Background: an optimization exercise with open tools, aiming at small area. Do not read the settings as production practice. Only simulation tests tie the RTL to the original design; equivalence was not proved. The clock cells of this run come from the design's own scripts or RTL, not from TritonCTS. No driver is modelled on the clock port, so clock power and skew are understated where the tree is cut down; a real chip needs a root buffer or a tree. Power is estimated from default activity; no workload was simulated.

## flow/design.v

```verilog
`timescale 1ns/1ps
package shell_pkg;
    localparam int WORD_W  = 32;
    localparam int DIGIT_W = 4;
    localparam int DIGITS  = 8;
    localparam int SEG_W   = 7;
    localparam int VIEW_W  = 5;
    localparam int BTN_W   = 3;
    localparam int CNT_W = 32;
    localparam int unsigned DEBOUNCE_DEFAULT = 2_500;
    localparam int unsigned SCAN_DEFAULT     = 25;
    localparam int unsigned SLOW_DEFAULT     = 12_500;
    localparam int unsigned FAST_DEFAULT     = 50;
    localparam logic [WORD_W-1:0] FALLBACK_WORD = 32'hABBA_BABA;
    localparam logic [16*SEG_W-1:0] seg_table = {
        7'b0001110, 7'b0000110, 7'b0100001, 7'b1000110,
        7'b0000011, 7'b0001000, 7'b0011000, 7'b0000000,
        7'b1111000, 7'b0000010, 7'b0010010, 7'b0011001,
        7'b0110000, 7'b0100100, 7'b1111001, 7'b1000000
    };
    typedef struct packed {
        logic [WORD_W-1:0] pc_wb;
        logic [WORD_W-1:0] array_view;
        logic [WORD_W-1:0] ra;
        logic [WORD_W-1:0] s8;
        logic [WORD_W-1:0] sp;
    } cpu_status_t;
    typedef union packed {
        logic [WORD_W-1:0]              value;
        logic [DIGITS-1:0][DIGIT_W-1:0] digits;
    } display_word_t;
    typedef struct packed {
        logic stall;
        logic step;
        logic turbo;
    } buttons_t;
endpackage
`timescale 1ns/1ps
module input_conditioner (
    input  logic              clk,
    input  logic              nrst,
    input  shell_pkg::buttons_t          buttons,
    input  logic [shell_pkg::VIEW_W-1:0] view,
    output logic              sys_nrst,
    output logic              sys_rst,
    output logic              turbo_load,
    output shell_pkg::buttons_t          clean_buttons_n,
    output logic [shell_pkg::VIEW_W-1:0] clean_view_n
);
    localparam int N = shell_pkg::VIEW_W + shell_pkg::BTN_W;
    logic         rst_meta;
    logic [N-1:0] raw;
    logic [N-1:0] clean_n;    
    always_ff @(posedge clk, negedge nrst) begin
        if (!nrst) begin
            rst_meta <= 1'b0;
            sys_nrst <= 1'b0;
        end else begin
            rst_meta <= nrst;
            sys_nrst <= rst_meta;
        end
    end
    g_inv u_sys_rst (.a(sys_nrst), .y(sys_rst));
    assign raw = {view, buttons};
    for (genvar i = 0; i < N; i++) begin : g_bit
        logic        sync_0_n;   
        logic        sync_1_n;
        logic        sync_0_d;
        logic [11:0] cnt;        
        logic [11:0] cnt_d;
        logic        clean_d;
        logic        eq, run_n, run, fb;
        logic        h_a, h_b, h_c, h_e, hit_n, clean_m;
        g_nand2 u_s0 (.a(raw[i]), .b(sys_nrst), .y(sync_0_d));
        always_ff @(posedge clk) begin
            sync_0_n   <= sync_0_d;
            sync_1_n   <= sync_0_n;
            cnt        <= cnt_d;
            clean_n[i] <= clean_d;
        end
        g_xnor2 u_eq  (.a(sync_0_n), .b(sync_1_n), .y(eq));
        g_nand2 u_rn  (.a(sys_nrst), .b(eq), .y(run_n));
        g_inv   u_run (.a(run_n), .y(run));
        for (genvar j = 1; j < 12; j++) begin : g_step
            if (j == 5) begin : g_5
                g_o21ai u (.a1(run_n), .a2(cnt[4]), .b1(sys_nrst), .y(cnt_d[j]));
            end else if (j % 2 == 1) begin : g_odd
                if (j < 5) begin : g_set
                    g_nand2 u (.a(run), .b(cnt[j-1]), .y(cnt_d[j]));
                end else begin : g_clr
                    g_nor2 u (.a(run_n), .b(cnt[j-1]), .y(cnt_d[j]));
                end
            end else begin : g_even
                if (j < 5) begin : g_set
                    g_nor2 u (.a(run_n), .b(cnt[j-1]), .y(cnt_d[j]));
                end else begin : g_clr
                    g_nand2 u (.a(run), .b(cnt[j-1]), .y(cnt_d[j]));
                end
            end
        end
        g_xor2 u_fb (.a(cnt[11]), .b(cnt[10]), .y(fb));
        g_nor2 u_c0 (.a(run_n), .b(fb), .y(cnt_d[0]));
        g_nand3 u_ha (.a(cnt[0]), .b(cnt[4]), .c(cnt[6]), .y(h_a));
        g_nand2 u_hb (.a(cnt[8]), .b(cnt[10]), .y(h_b));
        g_nor4  u_hc (.a(cnt[1]), .b(cnt[3]), .c(cnt[5]), .d(cnt[7]), .y(h_c));
        g_nor2  u_he (.a(h_a), .b(h_b), .y(h_e));
        g_nand2 u_hn (.a(h_c), .b(h_e), .y(hit_n));
        g_mux2i u_cm (.a0(sync_1_n), .a1(clean_n[i]), .s(hit_n), .y(clean_m));
        g_nand2 u_cd (.a(clean_m), .b(sys_nrst), .y(clean_d));
        if (i == 0) begin : g_turbo
            logic same;
            g_xnor2 u_sm (.a(sync_1_n), .b(clean_n[i]), .y(same));
            g_nor2  u_tl (.a(hit_n), .b(same), .y(turbo_load));
        end
    end
    assign {clean_view_n, clean_buttons_n} = clean_n;
endmodule
`timescale 1ns/1ps
module run_control (
    input  logic     clk,
    input  logic     nrst,
    input  logic     rst,
    input  logic     turbo_load,
    input  shell_pkg::buttons_t clean_buttons_n,   
    input  logic     step_ready,
    output logic     step_valid
);
    logic [13:0] cnt;        
    logic [13:0] cnt_d;
    logic        step_prev_n;
    logic        step_valid_d;
    logic        fast_hit, slow_hit, s_a, s_c, s_d;
    logic        at_last, run_n, run, top, fb_x, fb_n, step_edge, request_n;
    always_ff @(posedge clk, negedge nrst) begin
        if (!nrst) begin
            step_valid <= 1'b0;
        end else begin
            step_valid <= step_valid_d;
        end
    end
    always_ff @(posedge clk) begin
        cnt         <= cnt_d;
        step_prev_n <= clean_buttons_n.step;
    end
    g_nor4bb u_fh (.a(cnt[13]), .b(cnt[2]), .c_n(cnt[11]), .d_n(cnt[0]), .y(fast_hit));
    g_and4  u_sa (.a(cnt[1]), .b(cnt[4]), .c(cnt[6]), .d(cnt[9]), .y(s_a));
    g_nor4  u_sc (.a(cnt[0]), .b(cnt[2]), .c(cnt[3]), .d(cnt[5]), .y(s_c));
    g_nor4  u_sd (.a(cnt[7]), .b(cnt[8]), .c(cnt[10]), .d(cnt[11]), .y(s_d));
    g_and3  u_sh (.a(s_a), .b(s_c), .c(s_d), .y(slow_hit));
    g_mux2  u_al (.a0(fast_hit), .a1(slow_hit), .s(clean_buttons_n.turbo), .y(at_last));
    g_nor3 u_run (.a(rst), .b(turbo_load), .c(at_last), .y(run));
    g_inv  u_rn  (.a(run), .y(run_n));
    for (genvar j = 1; j < 13; j++) begin : g_step
        if (j % 2 == 1) begin : g_odd
            g_nand2 u (.a(run), .b(cnt[j-1]), .y(cnt_d[j]));
        end else begin : g_even
            g_nor2 u (.a(run_n), .b(cnt[j-1]), .y(cnt_d[j]));
        end
    end
    g_a21o  u_t13 (.a1(run), .a2(cnt[12]), .b1(turbo_load), .y(top));
    g_nand2 u_c13 (.a(nrst), .b(top), .y(cnt_d[13]));
    g_xor2 u_f1 (.a(cnt[13]), .b(cnt[11]), .y(fb_x));
    g_xor2 u_f2 (.a(fb_x), .b(cnt[0]), .y(fb_n));
    g_nor2 u_c0 (.a(run_n), .b(fb_n), .y(cnt_d[0]));
    g_nor2b u_se (.a(clean_buttons_n.step), .b_n(step_prev_n), .y(step_edge));
    g_mux2i u_rq (.a0(step_edge), .a1(at_last), .s(clean_buttons_n.stall), .y(request_n));
    g_mux2i u_sv (.a0(request_n), .a1(step_ready), .s(step_valid), .y(step_valid_d));
endmodule
`timescale 1ns/1ps
module view_select (
    input  logic              clk,
    input  logic              nrst,
    input  logic [shell_pkg::VIEW_W-1:0] clean_view_n,
    output logic [4:0]        nsel
);
    logic [4:0] nsel_d;
    view_decode u_dec (.v_n(clean_view_n), .nsel(nsel_d));
    always_ff @(posedge clk) begin
        nsel <= nsel_d;
    end
endmodule
module view_decode (
    input  logic [4:0] v_n,
    output logic [4:0] nsel
);
    always_comb begin
        for (int k = 0; k < 5; k++) begin
            nsel[k] = ~v_n != (5'd1 << k);
        end
    end
endmodule
`timescale 1ns/1ps
module display_scan (
    input  logic              clk,
    input  logic              nrst,
    input  shell_pkg::cpu_status_t       status,
    input  logic [4:0]        nsel,
    output logic [shell_pkg::DIGITS-1:0] an,
    output logic [shell_pkg::SEG_W-1:0]  seg
);
    logic [4:0] scan;        
    logic [4:0] scan_d;
    logic [2:0] digit_idx;
    logic [2:0] digit_d;
    logic [2:0] digit_n;
    logic       wrap_n, run_n, run, fb_n, c1, c2;
    logic [3:0] x [5];       
    logic [3:0] nib;
    logic       na, nb, none, is_a;
    always_ff @(posedge clk) begin
        scan <= scan_d;
    end
    always_ff @(posedge clk, negedge nrst) begin
        if (!nrst) begin
            digit_idx <= '0;
        end else begin
            digit_idx <= digit_d;
        end
    end
    g_nand4b u_wr  (.a_n(scan[0]), .b(scan[4]), .c(scan[3]), .d(scan[1]), .y(wrap_n));
    g_nand2  u_rn  (.a(nrst), .b(wrap_n), .y(run_n));
    g_inv    u_run (.a(run_n), .y(run));
    g_nand2  u_s1  (.a(run), .b(scan[0]), .y(scan_d[1]));
    g_nor2   u_s2  (.a(run_n), .b(scan[1]), .y(scan_d[2]));
    g_nand2  u_s3  (.a(run), .b(scan[2]), .y(scan_d[3]));
    g_nor2   u_s4  (.a(run_n), .b(scan[3]), .y(scan_d[4]));
    g_xor2   u_fb  (.a(scan[4]), .b(scan[2]), .y(fb_n));
    g_nor2   u_s0  (.a(run_n), .b(fb_n), .y(scan_d[0]));
    for (genvar k = 0; k < 3; k++) begin : g_dn
        g_inv u (.a(digit_idx[k]), .y(digit_n[k]));
    end
    g_xnor2 u_d0 (.a(digit_idx[0]), .b(wrap_n), .y(digit_d[0]));
    g_nor2  u_c1 (.a(wrap_n), .b(digit_n[0]), .y(c1));
    g_xor2  u_d1 (.a(digit_idx[1]), .b(c1), .y(digit_d[1]));
    g_and2  u_c2 (.a(c1), .b(digit_idx[1]), .y(c2));
    g_xor2  u_d2 (.a(digit_idx[2]), .b(c2), .y(digit_d[2]));
    for (genvar d = 0; d < 8; d++) begin : g_an
        g_nand3 u (.a(d & 1 ? digit_idx[0] : digit_n[0]),
                   .b(d & 2 ? digit_idx[1] : digit_n[1]),
                   .c(d & 4 ? digit_idx[2] : digit_n[2]), .y(an[d]));
    end
    for (genvar w = 0; w < 5; w++) begin : g_w
        for (genvar b = 0; b < 4; b++) begin : g_b
            logic [3:0] y;
            for (genvar k = 0; k < 4; k++) begin : g_k
                g_o22ai u (.a1(an[2*k]),   .a2(status[w*32 + 8*k + b]),
                           .b1(an[2*k+1]), .b2(status[w*32 + 8*k + 4 + b]), .y(y[k]));
            end
            g_nor4 u_x (.a(y[0]), .b(y[1]), .c(y[2]), .d(y[3]), .y(x[w][b]));
        end
    end
    g_nand3 u_na (.a(nsel[0]), .b(nsel[1]), .c(nsel[2]), .y(na));
    g_nand2 u_nb (.a(nsel[3]), .b(nsel[4]), .y(nb));
    g_o21ai u_no (.a1(na), .a2(nb), .b1(nrst), .y(none));
    g_nand4 u_ia (.a(an[0]), .b(an[2]), .c(an[4]), .d(an[7]), .y(is_a));
    for (genvar b = 0; b < 4; b++) begin : g_nib
        logic z01, z23, z4;
        g_o22ai u_01 (.a1(nsel[0]), .a2(x[0][b]), .b1(nsel[1]), .b2(x[1][b]), .y(z01));
        g_o22ai u_23 (.a1(nsel[2]), .a2(x[2][b]), .b1(nsel[3]), .b2(x[3][b]), .y(z23));
        g_nor2  u_4  (.a(nsel[4]), .b(x[4][b]), .y(z4));
        if (b == 0) begin : g_b0
            g_a2111oi u (.a1(none), .a2(is_a), .b1(z01), .c1(z23), .d1(z4), .y(nib[b]));
        end else if (b == 2) begin : g_b2
            g_nor4 u (.a(z01), .b(z23), .c(z4), .d(none), .y(nib[b]));
        end else begin : g_b13
            g_o31ai u (.a1(z01), .a2(z23), .a3(z4), .b1(nrst), .y(nib[b]));
        end
    end
    seg7_decode u_seg (.nib(nib), .seg(seg));
endmodule
module seg7_decode (
    input logic [3:0] nib,
    output logic [6:0] seg
);
    logic w_6;
    logic w_7;
    logic w_8;
    logic w_9;
    logic w_10;
    logic w_11;
    logic w_12;
    logic w_13;
    logic w_14;
    logic w_15;
    logic w_16;
    logic w_17;
    logic w_18;
    logic w_19;
    logic w_20;
    logic w_21;
    logic w_22;
    logic w_23;
    logic w_24;
    logic w_25;
    logic w_26;
    logic w_27;
    logic w_28;
    logic w_29;
    logic w_30;
    assign seg[0] = w_6;
    assign seg[1] = w_7;
    assign seg[2] = w_8;
    assign seg[3] = w_9;
    assign seg[4] = w_10;
    assign seg[5] = w_11;
    assign seg[6] = w_12;
    c_nand2 u0 (.A(nib[2]), .B(nib[3]), .Y(w_13));
    c_clkinv u1 (.A(nib[3]), .Y(w_14));
    c_clkinv u2 (.A(nib[0]), .Y(w_15));
    c_clkinv u3 (.A(nib[2]), .Y(w_16));
    c_nand2 u4 (.A(w_16), .B(nib[1]), .Y(w_17));
    c_nand2 u5 (.A(w_17), .B(w_15), .Y(w_18));
    c_nand2 u6 (.A(w_18), .B(w_14), .Y(w_19));
    c_nor2 u7 (.A(nib[1]), .B(w_16), .Y(w_20));
    c_nand2 u8 (.A(w_20), .B(w_14), .Y(w_21));
    c_a21oi u9 (.A1(nib[1]), .A2(nib[3]), .B1(w_15), .Y(w_22));
    c_nand2 u10 (.A(nib[1]), .B(nib[2]), .Y(w_23));
    c_a32oi u11 (.A1(w_15), .A2(w_13), .A3(w_23), .B1(w_21), .B2(w_22), .Y(w_7));
    c_a21oi u12 (.A1(w_13), .A2(w_19), .B1(w_7), .Y(w_11));
    c_clkinv u13 (.A(w_20), .Y(w_24));
    c_nand2 u14 (.A(w_24), .B(w_22), .Y(w_25));
    c_nand2 u15 (.A(w_25), .B(w_21), .Y(w_10));
    c_nor2 u16 (.A(nib[1]), .B(nib[2]), .Y(w_26));
    c_a21oi u17 (.A1(w_15), .A2(nib[3]), .B1(w_26), .Y(w_27));
    c_nand2 u18 (.A(w_27), .B(w_23), .Y(w_28));
    c_nand2 u19 (.A(w_28), .B(w_18), .Y(w_29));
    c_o21ai u20 (.A1(nib[0]), .A2(w_21), .B1(w_29), .Y(w_9));
    c_a21oi u21 (.A1(w_19), .A2(w_13), .B1(w_22), .Y(w_8));
    c_nor2 u22 (.A(w_26), .B(w_19), .Y(w_30));
    c_a21oi u23 (.A1(w_19), .A2(w_28), .B1(w_30), .Y(w_6));
    c_a22oi u24 (.A1(nib[3]), .A2(w_24), .B1(w_29), .B2(w_27), .Y(w_12));
endmodule
module c_a21oi (input logic A1, input logic A2, input logic B1, output logic Y);
    assign Y = (~A1&~B1) | (~A2&~B1);
endmodule
module c_a22oi (input logic A1, input logic A2, input logic B1, input logic B2, output logic Y);
    assign Y = (~A1&~B1) | (~A1&~B2) | (~A2&~B1) | (~A2&~B2);
endmodule
module c_a32oi (input logic A1, input logic A2, input logic A3, input logic B1, input logic B2, output logic Y);
    assign Y = (~A1&~B1) | (~A1&~B2) | (~A2&~B1) | (~A3&~B1) | (~A2&~B2) | (~A3&~B2);
endmodule
module c_clkinv (input logic A, output logic Y);
    assign Y = (~A);
endmodule
module c_nand2 (input logic A, input logic B, output logic Y);
    assign Y = (~A) | (~B);
endmodule
module c_nor2 (input logic A, input logic B, output logic Y);
    assign Y = (~A&~B);
endmodule
module c_o21ai (input logic A1, input logic A2, input logic B1, output logic Y);
    assign Y = (~A1&~A2) | (~B1);
endmodule
`timescale 1ns/1ps
module board_shell #(
    parameter int unsigned DEBOUNCE_CYCLES = shell_pkg::DEBOUNCE_DEFAULT,
    parameter int unsigned SCAN_CYCLES     = shell_pkg::SCAN_DEFAULT,
    parameter int unsigned SLOW_CYCLES     = shell_pkg::SLOW_DEFAULT,
    parameter int unsigned FAST_CYCLES     = shell_pkg::FAST_DEFAULT
) (
    input  logic              clk,
    input  logic              nrst,
    input  shell_pkg::buttons_t          buttons,
    input  logic [shell_pkg::VIEW_W-1:0] view,
    input  shell_pkg::cpu_status_t       status,
    input  logic              step_ready,
    output logic [shell_pkg::DIGITS-1:0] an,
    output logic [shell_pkg::SEG_W-1:0]  seg,
    output logic              step_valid,
    output logic              core_nrst
);
    shell_pkg::buttons_t          clean_buttons_n;
    logic [shell_pkg::VIEW_W-1:0] clean_view_n;
    logic [4:0]                   nsel;
    logic                         sys_rst;
    logic                         turbo_load;
    input_conditioner i_input_conditioner (
        .clk          (clk),
        .nrst         (nrst),
        .buttons      (buttons),
        .view         (view),
        .sys_nrst     (core_nrst),
        .sys_rst      (sys_rst),
        .turbo_load   (turbo_load),
        .clean_buttons_n(clean_buttons_n),
        .clean_view_n (clean_view_n)
    );
    run_control i_run_control (
        .clk          (clk),
        .nrst         (core_nrst),
        .rst          (sys_rst),
        .turbo_load   (turbo_load),
        .clean_buttons_n(clean_buttons_n),
        .step_ready   (step_ready),
        .step_valid   (step_valid)
    );
    view_select i_view_select (
        .clk       (clk),
        .nrst      (core_nrst),
        .clean_view_n(clean_view_n),
        .nsel      (nsel)
    );
    display_scan i_display_scan (
        .clk   (clk),
        .nrst  (core_nrst),
        .status(status),
        .nsel  (nsel),
        .an    (an),
        .seg   (seg)
    );
endmodule
module g_inv (input logic a, output logic y);
    assign y = ~a;
endmodule
module g_nand2 (input logic a, b, output logic y);
    assign y = ~(a & b);
endmodule
module g_nor2 (input logic a, b, output logic y);
    assign y = ~(a | b);
endmodule
module g_and2 (input logic a, b, output logic y);
    assign y = a & b;
endmodule
module g_nand3 (input logic a, b, c, output logic y);
    assign y = ~(a & b & c);
endmodule
module g_nor3 (input logic a, b, c, output logic y);
    assign y = ~(a | b | c);
endmodule
module g_and3 (input logic a, b, c, output logic y);
    assign y = a & b & c;
endmodule
module g_nor4 (input logic a, b, c, d, output logic y);
    assign y = ~(a | b | c | d);
endmodule
module g_and4 (input logic a, b, c, d, output logic y);
    assign y = a & b & c & d;
endmodule
module g_xor2 (input logic a, b, output logic y);
    assign y = a ^ b;
endmodule
module g_xnor2 (input logic a, b, output logic y);
    assign y = ~(a ^ b);
endmodule
module g_o22ai (input logic a1, a2, b1, b2, output logic y);
    assign y = ~((a1 | a2) & (b1 | b2));
endmodule
module g_mux2i (input logic a0, a1, s, output logic y);
    assign y = ~(s ? a1 : a0);
endmodule
module g_and4b (input logic a_n, b, c, d, output logic y);
    assign y = ~a_n & b & c & d;
endmodule
module g_nand4b (input logic a_n, b, c, d, output logic y);
    assign y = ~(~a_n & b & c & d);
endmodule
module g_nor2b (input logic a, b_n, output logic y);
    assign y = ~a & b_n;
endmodule
module g_nor3b (input logic a, b, c_n, output logic y);
    assign y = ~a & ~b & c_n;
endmodule
module g_nor4bb (input logic a, b, c_n, d_n, output logic y);
    assign y = ~a & ~b & c_n & d_n;
endmodule
module g_o31ai (input logic a1, a2, a3, b1, output logic y);
    assign y = ~((a1 | a2 | a3) & b1);
endmodule
module g_a2111oi (input logic a1, a2, b1, c1, d1, output logic y);
    assign y = ~((a1 & a2) | b1 | c1 | d1);
endmodule
module g_nand4 (input logic a, b, c, d, output logic y);
    assign y = ~(a & b & c & d);
endmodule
module g_a21oi (input logic a1, a2, b1, output logic y);
    assign y = ~((a1 & a2) | b1);
endmodule
module g_o21ai (input logic a1, a2, b1, output logic y);
    assign y = ~((a1 | a2) & b1);
endmodule
module g_a21o (input logic a1, a2, b1, output logic y);
    assign y = (a1 & a2) | b1;
endmodule
module g_mux2 (input logic a0, a1, s, output logic y);
    assign y = s ? a1 : a0;
endmodule
```

## flow/flow/mancts.tcl

```tcl
# Sourced before the CTS step (PRE_CTS_TCL). Replaces clock_tree_synthesis
# with a balanced two-level tree: the clock's register sinks are split by
# position into MAN_CTS_LEAVES groups of about equal size (by recursive
# bisection, alternately along x and y); each group is driven by its own
# MAN_CTS_LEAF buffer placed at the group's centre, and all leaf buffers are
# driven by one MAN_CTS_ROOT buffer placed at the centre of all sinks, which
# is the only load of the clock port. Every register sees the same two buffer
# stages. The rest of the CTS step (placement legalisation, timing repair)
# runs as usual.
rename clock_tree_synthesis orfs_clock_tree_synthesis
proc mancts_split {sinks k axis} {
  if {$k == 1} { return [list $sinks] }
  set sinks [lsort -integer -index $axis $sinks]
  set k1 [expr {$k / 2}]
  set h [expr {([llength $sinks] * $k1 + $k / 2) / $k}]
  set next [expr {$axis == 1 ? 2 : 1}]
  return [concat [mancts_split [lrange $sinks 0 [expr {$h - 1}]] $k1 $next] \
                 [mancts_split [lrange $sinks $h end] [expr {$k - $k1}] $next]]
}
proc mancts_buffer {block name master in_net x y} {
  set inst [odb::dbInst_create $block $master $name]
  set net [odb::dbNet_create $block "${name}_net"]
  $net setSigType CLOCK
  [$inst findITerm A] connect $in_net
  [$inst findITerm X] connect $net
  $inst setLocation $x $y
  $inst setPlacementStatus PLACED
  return $net
}
proc clock_tree_synthesis {args} {
  set nleaves $::env(MAN_CTS_LEAVES)
  set db [ord::get_db]
  set leaf [$db findMaster $::env(MAN_CTS_LEAF)]
  set root [$db findMaster $::env(MAN_CTS_ROOT)]
  set block [ord::get_db_block]
  set clk_net [$block findNet clk]
  set sinks {}
  foreach it [$clk_net getITerms] {
    set box [[$it getInst] getBBox]
    lappend sinks [list $it [expr {([$box xMin] + [$box xMax]) / 2}] [expr {([$box yMin] + [$box yMax]) / 2}]]
  }
  set xs [lmap s $sinks {lindex $s 1}]
  set ys [lmap s $sinks {lindex $s 2}]
  set w [expr {[tcl::mathfunc::max {*}$xs] - [tcl::mathfunc::min {*}$xs]}]
  set h [expr {[tcl::mathfunc::max {*}$ys] - [tcl::mathfunc::min {*}$ys]}]
  set groups [mancts_split $sinks $nleaves [expr {$w >= $h ? 1 : 2}]]
  puts "mancts: [llength $sinks] sinks, [llength $groups] leaf buffers"
  # Root at the centre of all sinks; the leaves hang off its net.
  set sx 0
  set sy 0
  foreach s $sinks {
    incr sx [lindex $s 1]
    incr sy [lindex $s 2]
  }
  set n [llength $sinks]
  set root_net [mancts_buffer $block clkbuf_man_root $root $clk_net [expr {$sx / $n}] [expr {$sy / $n}]]
  set g 0
  foreach grp $groups {
    set sx 0
    set sy 0
    foreach s $grp {
      incr sx [lindex $s 1]
      incr sy [lindex $s 2]
    }
    set cx [expr {$sx / [llength $grp]}]
    set cy [expr {$sy / [llength $grp]}]
    set net [mancts_buffer $block clkbuf_man_$g $leaf $root_net $cx $cy]
    foreach s $grp {
      set it [lindex $s 0]
      $it disconnect
      $it connect $net
    }
    puts "mancts: leaf $g: [llength $grp] sinks at ($cx, $cy)"
    incr g
  }
  $clk_net setSigType CLOCK
  set_propagated_clock [all_clocks]
}
```

## flow/config.mk

```make
export PLATFORM = sky130hd
export DESIGN_NAME = board_shell
export DESIGN_NICKNAME = board_shell
export VERILOG_FILES = /design/flow/design.v
export SDC_FILE = /design/flow/constraint.sdc
export NUM_CORES = 4
export LEC_CHECK = 0
export CAP_MARGIN = 20
export CORE_MARGIN = 2
export CORE_UTILIZATION = 40
export GPL_TIMING_DRIVEN = 0
export SLEW_MARGIN = 20
export SYNTH_HIERARCHICAL = 1
export SYNTH_MINIMUM_KEEP_SIZE = 0
```

## flow/flow/run.sh

```bash
#!/bin/bash
# Standard synthesis and layout (standard.sh), with these changes to how the
# layout is made:
#  * every input and output port still gets its own buffer, but a
#    sky130_fd_sc_hd__buf_1 rather than the delay-cell default;
#  * the clock tree is a balanced two-level tree (flow/mancts.tcl, in place of
#    clock_tree_synthesis): the clock port drives one clkbuf_8, which drives
#    14 clkbuf_4, each placed at the centre of its own group of about 11
#    registers; every register sees the same two buffer stages.
# The full output of the flow goes to flow_run.log in the work folder.
set -euo pipefail
export POST_FLOORPLAN_TCL="$PWD/flow/downsize.tcl"
export BUFFER_PORTS_ARGS="-buffer_cell sky130_fd_sc_hd__buf_1"
export PRE_CTS_TCL="$PWD/flow/mancts.tcl"
export MAN_CTS_LEAVES=14 MAN_CTS_LEAF=sky130_fd_sc_hd__clkbuf_4 MAN_CTS_ROOT=sky130_fd_sc_hd__clkbuf_8
bash standard.sh > flow_run.log 2>&1
```

## flow/constraint.sdc

```tcl
create_clock -name core_clock -period 10.0 [get_ports {clk}]
set_input_delay 2.0000 -clock core_clock [delete_from_list [all_inputs] [get_ports {clk}]]
set_output_delay 2.0000 -clock core_clock [all_outputs]
set_load 0.01 [all_outputs]
```

## flow/standard.sh

```bash
#!/bin/bash
# synth_recipe.tcl (not shown) runs the flow's synth.tcl, then flattens the netlist and writes it again
# the make line also repeats each setting of config.mk as NAME=value (left out here)
make -C /OpenROAD-flow-scripts/flow DESIGN_CONFIG=/design/flow/config.mk WORK_HOME=/design/flow/orfs CLKGATE_MAP_FILE= SYNTH_SCRIPT=/design/flow/synth_recipe.tcl "${@:-finish}"
```

## flow/flow/downsize.tcl

```tcl
# Remove the buffers synthesis inserted, then give every cell the
# smallest-area cell of the platform's library with the
# same function and pins (same name up to the drive-strength suffix); the
# placement's repair_design and the later timing repair size cells up again
# where slew, capacitance or timing need it.
remove_buffers
set n_swapped 0
set lib_area [dict create]
foreach lc [get_lib_cells sky130_fd_sc_hd__*] {
  dict set lib_area [get_name $lc] [get_property $lc area]
}
foreach inst [get_cells *] {
  set master [get_property $inst ref_name]
  if {![regexp {^(sky130_fd_sc_hd__[a-z0-9]+)_([0-9]+)$} $master -> base drive]} { continue }
  set best $master
  set best_area [dict get $lib_area $master]
  dict for {name area} $lib_area {
    if {[regexp "^${base}_(\[0-9\]+)\$" $name]} {
      if {$area < $best_area} { set best $name; set best_area $area }
    }
  }
  if {$best ne $master} {
    replace_cell $inst [get_lib_cells $best]
    incr n_swapped
  }
}
puts "downsize: replaced $n_swapped cells with smaller ones"
```

==> run notes <==
[area by class of cell]
type                       count  area [µm²]  share of cell area
buffer                        15         119              0.0192
inverter                      18        67.6              0.0109
multi-input combinational    383        2040               0.329
sequential                   151        3050               0.492
tap                          176         220              0.0355
timing repair buffer         187         702               0.113
[modules after synthesis (local to each module, per instance), a selection]
module | area, µm² | times used | flip-flops and latches
c_nor2 | 3.75 | 3 | 0
g_nand2 | 3.75 | 91 | 0
g_xnor2 | 8.76 | 10 | 0
g_o22ai | 6.26 | 88 | 0
g_nand4 | 6.26 | 1 | 0
g_inv | 3.75 | 14 | 0
[registers in the layout (all words and copies together), names as in the netlist]
name / flops
i_display_scan.digit_idx: 3
i_display_scan.scan: 5
i_input_conditioner.clean_n: 8
i_input_conditioner.g_bit.cnt: 96
i_input_conditioner.g_bit.sync_0_n: 8
i_input_conditioner.g_bit.sync_1_n: 8
i_input_conditioner.rst_meta: 1
i_input_conditioner.sys_nrst: 1
i_run_control.cnt: 14
i_run_control.step_prev_n: 1
i_run_control.step_valid: 1
i_view_select.nsel: 5
[through the flow]
stage                     hold slack, ns  utilization  std cells
after floorplan                    0.331            -        559
after global placement             0.338        0.458        915
after detailed placement           0.340        0.458        915
after CTS                          0.365        0.467        930
after global routing               0.375        0.467        930
final                              0.346        0.467        930
[layer usage]
| layer | global-route usage | part of all wire | vias to the layer above |
|---|---|---|---|
| met2 | 0.326 | 0.48 | 213 |
| met3 | 0.0310 | 0.070 | 40 |
| met1 | 0.207 | 0.42 | 2203 |
| met4 | 0.0654 | 0.034 | 0 |
| met5 | 0 | 0 | - |
| li1 | - | - | 2368 |
[cell families (layout without fill, tap and decap cells)]
group	Yosys count	after routing	share of synthesized area
flip-flops	151	151	0.559
AO/OA/AOI/OAI	109	109	0.130
multiplexers	11	11	0.0211
buffers and inverters	25	220	0.0220
XOR/XNOR	23	23	0.0369
AND/OR/NAND/NOR	240	240	0.231
[final timing paths]
| kind | start | to | depth (start not counted) |
|---|---|---|---|
| max | status[72] | seg[6] | 11 |
| max reg2reg | i_input_conditioner.sys_nrst | i_run_control.cnt[12] | 4 |
| min in group core_clock | i_input_conditioner.rst_meta | i_input_conditioner.sys_nrst | 0 |
| max in group asynchronous | nrst | i_input_conditioner.sys_nrst | 1 |
| min reg2reg | i_input_conditioner.sys_nrst | i_run_control.step_valid | 0 |
| min | i_input_conditioner.sys_nrst | i_run_control.step_valid | 0 |
[placed cells by master, fill, tap and decap left out, types with 3 or more instances in the layout]
cell	instances
sky130_fd_sc_hd__xnor2_1	10
sky130_fd_sc_hd__clkbuf_4	14
sky130_fd_sc_hd__xor2_1	13
sky130_fd_sc_hd__a21oi_1	5
sky130_fd_sc_hd__mux2i_1	10
sky130_fd_sc_hd__nand3_1	17
sky130_fd_sc_hd__nand2_1	101
sky130_fd_sc_hd__nor4_1	31
sky130_fd_sc_hd__dfrtp_1	5
sky130_fd_sc_hd__and3_1	3
sky130_fd_sc_hd__o22ai_1	88
sky130_fd_sc_hd__buf_1	187
sky130_fd_sc_hd__nand3b_1	4
sky130_fd_sc_hd__inv_1	18
sky130_fd_sc_hd__nor2_1	75
sky130_fd_sc_hd__dfxtp_1	145
sky130_fd_sc_hd__o21ai_1	10
[cell usage after synthesis, types with 7 or more instances]
master and n:
sky130_fd_sc_hd__inv_1 18, sky130_fd_sc_hd__buf_4 7, sky130_fd_sc_hd__mux2i_1 10, sky130_fd_sc_hd__nand3_1 17
sky130_fd_sc_hd__xor2_1 13, sky130_fd_sc_hd__xnor2_1 10, sky130_fd_sc_hd__o22ai_1 88, sky130_fd_sc_hd__o21ai_1 10
sky130_fd_sc_hd__nand2_1 101, sky130_fd_sc_hd__dfxtp_1 145, sky130_fd_sc_hd__nor2_1 75, sky130_fd_sc_hd__nor4_2 31
[power breakdown]
part,internal [mW],switching [mW],total [mW]
logic,0.0708,0.115,0.186
clock network,0.0745,0.163,0.238
registers,0.617,0.0139,0.631
total,0.762,0.292,1.05
==> run notes <==
- Status: finished clean
- The routed layout has 4824 vias.
* Area of the die: between 10000 and 15000 µm²
- Post-synth top area share: 0.531
- Cell area after layout: 6200 µm²
- Setup_tns: 0 ns
- Max-cap violations in this run came to 0.
- The critical path is of the in -> out type.
- Wires add up to between 10000 and 15000 µm.
- Critical Path Source Type: input port
- Critical path's top delay family: compound AO/OA/AOI/OAI gates
- Count of yosys warnings during synthesis: 12
- Via count of the first global-routing pass: approximately 4800
* Setup ws final: between 3 and 4 ns
- The initial utilization of the core area, before any placement, comes to 0.411.
- Counting every instance in the synthesized netlist gives approximately 560.
* Final antenna diode count: 0
* Min Clock Period, post-route: 6.46 ns
* Violation count after the first detailed-routing iteration: roughly 210
* Worst endpoint required time: 8.00 ns
- The total overflow left after global routing is 0.
- The slowest stage of the critical path is the sky130_fd_sc_hd__a2111oi_0 cell.
- Relative slew slack: 0.300
- In this run, synthesis inferred 0 flip-flops with an integrated enable.
* Leakage: approximately 2.3 nW
- Slew at the pin with the worst max-slew slack: approximately 1.0 ns
- After synthesis, the mean cell area works out to about 10 µm².
- Count of standard-cell rows: between 40 and 50
- Number of max-slew violations in the final report: 0
- Post-synthesis net count: between 700 and 800
- DRC viols: 0
- IR analysis of the VDD net gives a maximum drop of 0.0867 mV.
- After legalization and detailed placement, the total HPWL measured around 10000 µm.
- After layout, the design draws a total of about 1.1 mW.
- Number of buffer cells added on primary ports: approximately 190
- WP buf/inv: 3
- Core Region: 13300 µm²
- Clock skew on the completed layout was measured at 0.0130 ns.
- The count of nets left with antenna violations once routing finished came out at 0.
- On the worst path, the slowest cell contributes a delay of 0.76 ns.
- Routability-driven placement congestion ratio: roughly 0.8
* Post-CTS setup buffer count: 0
- The number of gates resized after CTS was 0.
- The number of endpoints with negative hold slack in the final report is 0.
* Power density of the placed cells: approximately 170 nW/µm²
* RSZ-0062 raised after global routing: no
* Vert. Die Dim: 121 µm
* Die Span X: ~120 µm
- Crit. End Element: primary output
- Later-pin clock latency in the skew report: slightly above 0.4 ns
- Fin nets: a little over 900
- Post-Place Setup Slack: about 3.5 ns
* Maximum number of pins on one net before global-route repair: 44
- Via density per instance: between 5 and 6
- Synth area leader: sky130_fd_sc_hd__dfxtp_1
* Fmax achieved: about 150 MHz
- Layout cell share with drive strength beyond 1: 0.0225
- Counting flops with an async set or reset pin after synthesis yields a share of 0.0397.
* Post-route clock period utilization: 0.646
* Final number of setup-violating endpoints: 0
- The min-delay analysis places its worst path in the category reg -> async.
- Overall global routing resource usage: 0.178
* Cell-by-cell listing of the critical path: buf_1, o22ai_1, nor4_1, o22ai_1, a2111oi_0, inv_1, a21oi_1, nand2_1, nand2_1, a22oi_1, buf_1
- Worst setup slack for register-to-register paths: slightly below 8 ns
- Area Growth Syn to Fin: 13.5%
- Top FF cell, synth: sky130_fd_sc_hd__dfxtp_1
- Dividing the detail-routed wire length by the instance count gives roughly 15 µm.
- In this run, distinct cell masters in the synthesized netlist total 31.
- CP arrival: 4.46 ns
- Before antenna repair, the detailed router went through 5 iterations.
- Number of antenna violations at the first check in global routing: 0
* CTS clock-pin slew for the worst setup and hold paths: approximately 0.11 ns
* Number of primary I/O pins: 188
* Maximum fanout count along the critical path: 4
- The share of the Yosys chip area taken by registers is 0.559.
- After synthesis, the cell types taking the most area are sky130_fd_sc_hd__dfxtp_1, sky130_fd_sc_hd__o22ai_1, sky130_fd_sc_hd__nor4_2.
* Wire length of the first global-routing pass: approximately 22000 µm
- For this design, the CTS-stage hold fixing added 0 buffers.
- The layout has about 1300 filler cells.
- Counting flops and latches in the post-synthesis netlist gives about 150.
* Post-place instance area: 6080 µm²
- The cell area that synthesis handed to floorplanning was approximately 5500 µm².

separate check: timing with driven ports:
Ports are ideal in the flow. The routed layout listed here was re-timed in OpenROAD. Step 1 (the two cells are an assumption about what drives the block):
set clk [get_ports {clk}]
set_driving_cell -lib_cell sky130_fd_sc_hd__clkbuf_16 $clk
set_driving_cell -lib_cell sky130_fd_sc_hd__buf_2 [delete_from_list [all_inputs] $clk]
Step 2, shift: input delay + t, output delay - t, t = (earliest + latest rising clock arrival at the registers) / 2. This alone moves slack from input paths to output paths. a / b / c = ideal ports / drivers / drivers and shift; a / b = the first two.
shift t [ns]: 0.430
setup slack, ns: 3.543 / 3.512 / 3.512
hold WS [ns]: 0.346 / 0.346 / 0.346
latest minus earliest clock arrival (ns): 0.015 / 0.015
slew at the worst register clock pin (ns): 0.11 / 0.11
After both steps this run still meets setup and hold. For this run, drivers alone change the setup slack by -0.031 ns; drivers and shift together by -0.031 ns.
